From an optimization exercise on the open Yosys and OpenROAD flow, aimed at small area, a short achievable clock period and few clock cycles per item; shortcuts taken in it are not production practice.
No functional check of the RTL was part of any run shown here.
No activity file was given, so power comes from the tool's default toggle rates.

==> flow/design.v (outline; a module is shown in full before it is edited, if it fits) <==
// module conv3x3_fa: 10 lines
// module conv3x3_ha: 9 lines
// module conv3x3_pp3n: 6 lines
// module conv3x3_pp3p: 6 lines
// module conv3x3_pp2n: 6 lines
// module conv3x3_stream: 2401 lines
module conv3x3_stream
#(
  parameter int DATA_W     = 8,
  parameter int COEF_W     = 8,
  parameter int NORM_SHIFT = 4
) (
  input  logic                  i_clk,
  input  logic                  i_rst,
  input  logic [9*DATA_W-1:0]   i_pixel_data,
  input  logic                  i_pixel_data_valid,
  input  logic                  i_pixel_data_last,
  output logic                  o_pixel_data_ready,
  output logic [DATA_W-1:0]     o_convolved_data,
  output logic                  o_convolved_data_valid,
  output logic                  o_convolved_data_last,
  output logic                  o_convolved_sat,
  input  logic                  i_out_ready,
  input  logic                  i_coef_we,
  input  logic [3:0]            i_coef_addr,
  input  logic [COEF_W-1:0]     i_coef_data,
  input  logic                  i_coef_commit,
  output logic                  o_cfg_pending
);
  // ...
==> flow/run.sh <==
#!/bin/bash
# synth_recipe.tcl (not shown) runs the flow's synth.tcl, then flattens the netlist and writes it again
# the make line also repeats each setting of config.mk as NAME=value (left out here)
make -C /OpenROAD-flow-scripts/flow DESIGN_CONFIG=/design/flow/config.mk WORK_HOME=/design/flow/orfs CLKGATE_MAP_FILE= SYNTH_SCRIPT=/design/flow/synth_recipe.tcl finish
==> flow/config.mk <==
export PLATFORM = sky130hd
export DESIGN_NAME = conv3x3_stream
export DESIGN_NICKNAME = conv3x3_stream
export VERILOG_FILES = /design/flow/design.v
export SDC_FILE = /design/flow/constraint.sdc
export NUM_CORES = 4
export LEC_CHECK = 0
export CAP_MARGIN = 20
export CORE_MARGIN = 2
export CORE_UTILIZATION = 40
export SETUP_SLACK_MARGIN = 2.5
export SLEW_MARGIN = 20
export SYNTH_HIERARCHICAL = 1
==> flow/constraint.sdc <==
create_clock -name core_clock -period 5.0 [get_ports {i_clk}]
set_input_delay 1.0000 -clock core_clock [delete_from_list [all_inputs] [get_ports {i_clk}]]
set_output_delay 1.0000 -clock core_clock [all_outputs]
set_load 0.01 [all_outputs]
==> results.ini, run 1 <==
[die]
num_tap_cells=969
core_um2=74600

[pwr]
sw_frac_of_total=0.393
pwr-share-clk=0.185
design_power_total_uw=22700
peakVddDrop_mv=0.349

[placement]
post-dp-hpwl_um=75800
place_area_um2=33700

[timing]
tns_ns=0
finalCritPeriodShare=0.611
rsz0062_at_grt=true
finClkSkew_ns=0.0913
worst_pin_slew_ns=1.04
finalMaxSlewViolations=0

[status]
status=no timing/DRC/antenna violations

[global_route]
grt-ovfl-total=0
met1_usage=0.302

[clock_network]
cts-resized-gates=398
cts.sinks=487

[synthesis]
syn_inst=2347
synth_area_leader_cell=fa_1
synth_edf_count=132

[setup_path]
crit_cells=15
criticalPathCategory=flip-flop to flip-flop
crit_chain=inv_2 > fa_2 > inv_2 > fa_2 > a211o_1 > and3_4 > o311ai_4 > a211oi_4 > buf_12 > buf_8 > buf_4 > buf_6 > a211oi_4 > nand3_1 > o221ai_1
critPathArrivalTime_ns=3.54
crit_family=compound AO/OA/AOI/OAI gates
critical_path_required_ns=5.48

[final_layout]
largest_reg_flops=123
n_fill_cell=6279
drive_above_1_share=0.421
regMostFlops=st1_q
multi_input_area_share=0.552

[route]
drt-met1-wl_um=37300

==> run 2: changes to the inputs <==
--- a/flow/design.v
+++ b/flow/design.v
@@ -75,17 +75,17 @@
   localparam int PW  = (NQ > 1) ? $clog2(NQ) : 1;
   logic        acc;
   logic [71:0] px_q;
   logic [71:0] kq;
   logic [3:0] vq;    
   logic [3:0] lq;    
   logic [123:0] st1_q;
   logic [39:0] st2_q;
-  logic [22:0] st3_q;
+  logic [12:0] st3_q;
   logic pp1;
   logic pp2;
   logic pp3;
   logic pp4;
   logic pp5;
   logic pp6;
   logic pp7;
   logic pp8;
@@ -1208,17 +1208,19 @@
   logic s1673, c1674;
   logic s1675, c1676;
   logic s1677, c1678;
   logic s1679, c1680;
   logic s1681, c1682;
   logic s1683, c1684;
   logic [19:0] row0, row1, sum_w;
   logic [12:0] lo_w;
-  logic [7:0] hi_w;
+  logic [7:0] hi0_w, hi1_w;
+  logic cs_c, cs_neg0, cs_big0, cs_neg1, cs_big1;
+  logic [7:0] cs_lo;
   localparam logic [71:0] DEF_KERNEL =
     {8'd1, 8'd2, 8'd1, 8'd2, 8'd4, 8'd2, 8'd1, 8'd2, 8'd1};
   logic [8:0][7:0] shadow_q;
   logic [8:0][7:0] coef_q;
   logic            in_frame_q;
   logic            pending_q;
   logic            apply_q;
   logic            pend_req;
@@ -1244,17 +1246,17 @@
     if (apply_q) coef_q <= shadow_q;
   end
   assign kq            = coef_q;
   assign o_cfg_pending = pending_q;
   always_ff @(posedge i_clk) begin
     px_q <= i_pixel_data;
     st1_q <= {c1484, s1483, c1482, s1215, s1481, c1480, c1478, s1213, s1211, s1479, s1477, c1476, c1474, c1472, s1475, s1473, s1471, c1470, c1468, c1466, c1464, s1469, s1467, s1465, s1463, c1462, c1460, c1458, c1456, c1454, s1183, s1461, s1459, s1457, s1455, s1453, c1452, c1450, c1448, c1446, c1444, c1442, s1451, s1449, s1447, s1445, s1443, s1441, c1440, c1438, c1436, c1434, c1432, c1430, s1143, s1323, s1439, s1437, s1435, s1433, s1431, s1429, c1428, c1426, c1424, c1422, c1420, c1418, s1305, s1427, s1425, s1423, s1421, s1419, s1417, c1416, c1414, c1412, c1410, c1408, c1406, s1415, s1413, s1411, s1409, s1407, s1405, c1404, c1402, c1400, c1398, s1267, s1265, s1403, s1401, s1399, s1397, c1396, c1394, c1392, c1390, s1031, s1395, s1393, s1391, s1389, c1388, c1386, c1384, s1009, s1387, s1385, s1383, c1382, c1380, s1381, s1379, c1378, s977, s975, s1377, s967, s1217, s961};
     st2_q <= {c1636, s1635, c1658, s1657, c1656, s1655, c1654, st1_q[116], s1653, c1652, s1651, c1650, s1545, s1591, s1649, c1648, s1625, s1647, c1646, s1531, s1621, s1645, c1644, s1617, s1643, c1642, s1613, s1641, c1640, s1639, c1638, s1637, s1603, s1557, s1487, c1486, s1485, st1_q[2], st1_q[1], st1_q[0]};
-    st3_q <= {c1684, st2_q[39], c1682, s1683, c1680, s1681, s1679, st2_q[34], c1678, s1669, c1676, s1677, c1674, s1675, lo_w[12], lo_w[11], lo_w[10], lo_w[9], lo_w[8], lo_w[7], lo_w[6], lo_w[5], lo_w[4]};
+    st3_q <= {hi1_w[7], (~hi1_w[7] & (|hi1_w[6:0])), hi0_w[7], (~hi0_w[7] & (|hi0_w[6:0])), lo_w[12:4]};
   end
   always_ff @(posedge i_clk) begin
     if (i_rst) vq <= '0;
     else       vq <= {vq[2:0], acc};
     lq <= {lq[2:0], i_pixel_data_last};
   end
   assign pp1 = px_q[0] & kq[0];
   assign pp2 = px_q[1] & kq[0];
@@ -2388,28 +2390,29 @@
   conv3x3_ha u_ha1 (.a(c1664), .b(s1665), .s(s1673), .co(c1674));
   conv3x3_fa u_fa542 (.a(c1666), .b(s1667), .c(st2_q[27]), .s(s1675), .co(c1676));
   conv3x3_fa u_fa543 (.a(c1668), .b(st2_q[28]), .c(st2_q[29]), .s(s1677), .co(c1678));
   conv3x3_ha u_ha2 (.a(c1670), .b(st2_q[33]), .s(s1679), .co(c1680));
   conv3x3_ha u_ha3 (.a(st2_q[35]), .b(st2_q[36]), .s(s1681), .co(c1682));
   conv3x3_ha u_ha4 (.a(st2_q[37]), .b(st2_q[38]), .s(s1683), .co(c1684));
   assign row0 = {1'b1, st2_q[39], s1683, s1681, st2_q[34], s1669, s1677, s1675, s1673, st2_q[20], c1660, s1659, st2_q[9], st2_q[8], st2_q[7], st2_q[6], st2_q[4], st2_q[3], st2_q[1], st2_q[0]};
   assign row1 = {1'b0, c1684, c1682, c1680, s1679, c1678, c1676, c1674, c1672, s1671, s1661, 1'b0, st2_q[10], 1'b0, 1'b0, 1'b0, st2_q[5], 1'b0, st2_q[2], 1'b0};
-  assign lo_w = {1'b0, row0[11:0]} + {1'b0, row1[11:0]};
-  assign hi_w = {1'b1, st3_q[21], st3_q[19], st3_q[17], st3_q[15], st3_q[13], st3_q[11], st3_q[9]} + {1'b0, st3_q[22], st3_q[20], st3_q[18], st3_q[16], st3_q[14], st3_q[12], st3_q[10]} + 8'(st3_q[8]);
-  assign sum_w = {hi_w, st3_q[7], st3_q[6], st3_q[5], st3_q[4], st3_q[3], st3_q[2], st3_q[1], st3_q[0], 4'b0};
+  assign lo_w  = {1'b0, row0[11:0]} + {1'b0, row1[11:0]};
+  assign hi0_w = row0[19:12] + row1[19:12];
+  assign hi1_w = row0[19:12] + row1[19:12] + 8'd1;
+  assign {cs_neg1, cs_big1, cs_neg0, cs_big0, cs_c, cs_lo} = st3_q;
   logic [7:0] res_data;
   logic       res_sat;
   logic       res_neg, res_big;
   logic       res_v;
   logic [9:0] res_d;
-  assign res_neg  = sum_w[19];
-  assign res_big  = ~sum_w[19] & (|sum_w[18:12]);
+  assign res_neg  = cs_c ? cs_neg1 : cs_neg0;
+  assign res_big  = cs_c ? cs_big1 : cs_big0;
   assign res_sat  = res_neg | res_big;
-  assign res_data = res_neg ? 8'd0 : (res_big ? 8'd255 : sum_w[11:4]);
+  assign res_data = (cs_lo | {8{res_big}}) & ~{8{res_neg}};
   assign res_v    = vq[3];
   assign res_d    = {res_data, lq[3], res_sat};
   logic [NQ-1:0][9:0] mem_q;
   logic [PW-1:0]      wp_q, rp_q;
   logic [PW:0]        fcnt_q;
   logic [CW-1:0]      cnt_q, cnt_d;
   logic               rdy_q;
   logic               out_v_q;
==> flow/config.mk (replaced) <==
export PLATFORM = sky130hd
export DESIGN_NAME = conv3x3_stream
export DESIGN_NICKNAME = conv3x3_stream
export VERILOG_FILES = /design/flow/design.v
export SDC_FILE = /design/flow/constraint.sdc
export NUM_CORES = 4
export LEC_CHECK = 0
export CAP_MARGIN = 20
export CORE_MARGIN = 2
export CORE_UTILIZATION = 40
export SETUP_SLACK_MARGIN = 2.1
export SLEW_MARGIN = 20
export SYNTH_HIERARCHICAL = 1
==> results.ini, run 2 <==
[synthesis]
ys.flop_type=dfxtp_1  ; unchanged
synthMostInstantiatedCell=fa_1  ; unchanged
syn-num-nets=3005  ; was 3026
synth_top_family_by_area=adder cells  ; unchanged
muxShareOfSynthArea=0.0342  ; was 0.0297
synth_area_um2=30100  ; was 30200 um2
ys.warnings.count=7  ; unchanged
synth.distinct_cells=74  ; was 64
syn_inst=2326  ; was 2347
synth_edf_count=132  ; unchanged
synth_area_leader_cell=fa_1  ; unchanged
synth.area.top_cells=fa_1 36%, dfxtp_1 23%, edfxtp_1 13%, and2_1 11%, mux2i_1 2.3%  ; was fa_1 36%, dfxtp_1 24%, edfxtp_1 13%, and2_1 11%, mux2i_1 2.2%
postSynthAreaPerCell_um2=13.0  ; was 12.9 um2
yosys.area_share.simple=0.155  ; was 0.154
synth-xor-area-share=0.00548  ; was 0.00522
ys_async_sr_fraction=0  ; unchanged
synth-seq-cells=477  ; was 487
synth_compound_area_frac=0.0489  ; was 0.0491
yosysTopAreaCellShare=0.363  ; about the same
synth_top_cells_by_count=547 x fa_1, 508 x and2_1, 345 x dfxtp_1  ; was 548 x fa_1, 510 x and2_1, 355 x dfxtp_1
synth_adder_area_share=0.380  ; about the same
ys_seq_area_frac=0.361  ; was 0.367

[pwr]
comb_power_share=0.553  ; was 0.548
p_int_uw=13300  ; was 13800 uW
pwr-share-seq=0.268  ; about the same
sw_frac_of_total=0.399  ; was 0.393
peakVddDrop_mv=0.340  ; was 0.349 mV
pwr-share-clk=0.179  ; was 0.185
power_switching_uw=8820  ; was 8940 uW
p_leak_uw=0.0141  ; was 0.0148 uW
design_power_total_uw=22100  ; was 22700 uW
power_density_nw_per_um2=619  ; was 591 nW/um2

[timing]
finalSetupViolations=0  ; unchanged
relSlewSlack=0.277  ; was 0.307
rsz0062_at_grt=true  ; unchanged
holdWs_ns=0.325  ; was 0.328 ns
period_needed_ns=3.06  ; about the same
max_clock_freq_mhz=327  ; about the same
finalCritPeriodShare=0.611  ; about the same
finClkSkew_ns=0.0502  ; was 0.0913 ns
finalHoldViolCount=0  ; unchanged
finalMaxSlewViolations=0  ; unchanged
worst_pin_slew_ns=1.08  ; was 1.04 ns
tns_ns=0  ; unchanged

[setup_path]
cp-start-kind=flip-flop  ; unchanged
criticalPathCategory=flip-flop to flip-flop  ; unchanged
path_common_cell=fa_1
cp_max_fo=3  ; was 7
crit_chain=fa_1 > fa_1 > ha_2 > fa_2 > a211oi_4 > nor3_2 > or3b_4 > o41a_1  ; was inv_2 > fa_2 > inv_2 > fa_2 > a211o_1 > and3_4 > o311ai_4 > a211oi_4 > buf_12 > buf_8 > buf_4 > buf_6 > a211oi_4 > nand3_1 > o221ai_1
max_stage_delay_ns=0.55  ; was 0.35 ns
critical_path_required_ns=5.48  ; about the same
worst_setup_path_end_kind=flip-flop  ; unchanged
path_buf_inv=0  ; was 6
critPathArrivalTime_ns=3.54  ; about the same
cp_slowest_cell=fa_1  ; was fa_2
crit_family=adder cells  ; was compound AO/OA/AOI/OAI gates

[route]
routed_via_density=5.34  ; about the same
vias=18900  ; was 19300
drt_iter0_drc=1264  ; was 1227
wire_per_inst_um=25.3  ; was 26.1 um
drt_wl_total_um=89500  ; was 94300 um
firstDrtPassIters=6  ; was 5
antenna_left=0  ; unchanged
post-route-drc-count=0  ; unchanged

[final_layout]
final_cell_mix=441 x and2_1, 405 x fa_1, 317 x dfxtp_1  ; was 370 x fa_2, 299 x and2_4, 297 x dfxtp_1
drive_above_1_share=0.191  ; was 0.421
fin_util=0.479  ; was 0.516
regMostFlops=st1_q  ; unchanged
final_nets=3202  ; was 3274
n_fill_cell=6542  ; was 6279
regArea_um2=10900  ; was 11100 um2
areaGrowthSynthToFinish_pct=18.4  ; was 27.5%
fin_cells=3537  ; was 3611
antenna_cells=0  ; unchanged
final_common_cell=and2_1  ; was fa_2
largest_reg_flops=123  ; unchanged
multi_input_area_um2=19500  ; was 21300 um2

[clock_network]
clkLatencyLatePin_ns=0.64  ; was 0.69 ns
cts_root_buffer=clkbuf_16  ; unchanged
cts_inserted_buffers=53  ; was 56
htree_levels=2  ; unchanged
clockBufferDepth=3  ; unchanged
cts.sinks=477  ; was 487
clkSlewWorstSetupHoldPaths_ns=0.06  ; about the same
cts_tree=done  ; unchanged

[global_route]
grt_antenna_before_repair=1  ; unchanged
grt_pass1_wl_um=134000  ; was 141000 um
grt_max_degree=70  ; was 73
grt_pass1_vias=20900  ; was 21700
grt_usage=0.234  ; was 0.248
grt-ovfl-total=0  ; unchanged

[die]
die_height_um=279  ; about the same
rows=100  ; unchanged
die_area_um2=77600  ; was 77700 um2
core_um2=74600  ; unchanged
ios=104  ; unchanged
die_w_um=279  ; about the same
initial_core_util=0.404  ; was 0.405

[placement]
io_buffer_count=103  ; unchanged
gp_congestion=0.923  ; was 0.915
post-dp-hpwl_um=72700  ; was 75800 um
dp.cells=3348  ; was 3373

[flow_run]
maxCapViolCount=0  ; unchanged

[status]
status=no timing/DRC/antenna violations  ; unchanged

[worst_hold_path]
holdCritPathClass=flip-flop to flip-flop  ; unchanged

==> run 2: layout make-up <==
cell class | count | area share
Clock inverter | 23 | 0.00708
Sequential cell | 477 | 0.306
Tap cell | 969 | 0.0340
Clock buffer | 77 | 0.0431
Timing Repair inverter | 1 | 0.000210
Timing Repair Buffer | 207 | 0.0563
Multi-Input combinational cell | 1729 | 0.548
Inverter | 54 | 0.00589
==> run 2: worst register-to-register path: stages, from the launching register on <==
cell and delay [ns]:
dfxtp_2 0.32, fa_1 0.55, fa_1 0.42, ha_2 0.20, fa_2 0.38, a211oi_4 0.28, nor3_2 0.06, or3b_4 0.41
o41a_1 0.33
==> run 2: modules after synthesis, one instance, submodules excluded <==
module	cells inside	area (um2)	flops+latches
conv3x3_ha	1	12.5	0
conv3x3_stream	1777	19200	477
conv3x3_fa	1	20.0	0
==> run 2: worst paths after layout <==
path,start,end,slack (ns),cells past startpoint
setup / recovery,st2_q[24]$_DFF_P_,st3_q[9]$_DFF_P_,1.94,8
hold / removal,st1_q[2]$_DFF_P_,st2_q[2]$_DFF_P_,0.33,0
setup reg to reg,st2_q[24]$_DFF_P_,st3_q[9]$_DFF_P_,1.94,8
hold reg to reg,st1_q[2]$_DFF_P_,st2_q[2]$_DFF_P_,0.33,0
==> run 2: metal layers <==
layer | up-vias | GRT usage | routed length [um]
met5 | - | 0 | 0
met4 | 0 | 0.0678 | 2710
met3 | 186 | 0.0461 | 6390
met2 | 684 | 0.406 | 44500
met1 | 9954 | 0.298 | 35800
li1 | 8056 | - | -
==> run 2: kinds of logic (layout without fill, tap and decap cells) <==
family | after synthesis | after routing
AOI/OAI and AO/OA | 199 | 199
adders and majority gates | 588 | 588
xor gates and xnor gates | 18 | 18
buffers and inverters | 120 | 362
DFF | 477 | 477
and+or+nand+nor | 836 | 836
muxes | 88 | 88
==> run 2: repair_timing <==
item	CTS	global route
pin swaps	137	76
gates resized for setup	187	115
setup endpoints to repair	199	106
setup buffers	80	8
gates cloned	1	0
hold buffers	0	0
==> run 2: power by group through the flow <==
stage	sequential (uW)	combinational [uW]	clock, uW
detailed placement	6240	11300	0
floorplan	5840	7260	0
global route	6030	13700	4220
CTS	5930	12000	4070
global placement	6200	11000	0
finish	5930	12200	3970
==> run 2: per-stage QoR <==
| stage | instance area (um2) | setup slack [ns] |
|---|---|---|
| 5_1_grt | 35700 | 1.83 |
| 3_3_place_gp | 32300 | 1.25 |
| 6_report | 35700 | 1.94 |
| 2_1_floorplan | 30200 | 2.01 |
| 3_5_place_dp | 32300 | 1.18 |
| 4_1_cts | 35300 | 1.89 |

separate check: timing with driven ports:
The results above use ideal ports. As a check the final layouts listed here were re-extracted and re-timed, cells and wires unchanged.
Step 1 sets driving cells, clkbuf_16 on the clock port and buf_2 on the other inputs (assumed; they add their load-dependent delay and slew).
Step 2 also shifts input and output timing later by t, the mid clock arrival at the registers, as if the neighbouring blocks saw the same clock.
Three values: ideal ports, drivers, drivers and shift; two values: the first two.
run	t, ns	setup slack, ns	hold slack, ns	slew at the worst register clock pin (ns)
run 1	0.701	1.943 / 1.943 / 1.943	0.328 / 0.328 / 0.328	0.07 / 0.07
run 2	0.673	1.943 / 1.943 / 1.620	0.325 / 0.325 / 0.325	0.06 / 0.06
After both steps setup and hold are still met in every run listed. The setup slack of run 2, which loses most, moves by 0.000 ns with the drivers and by -0.323 ns with both steps.
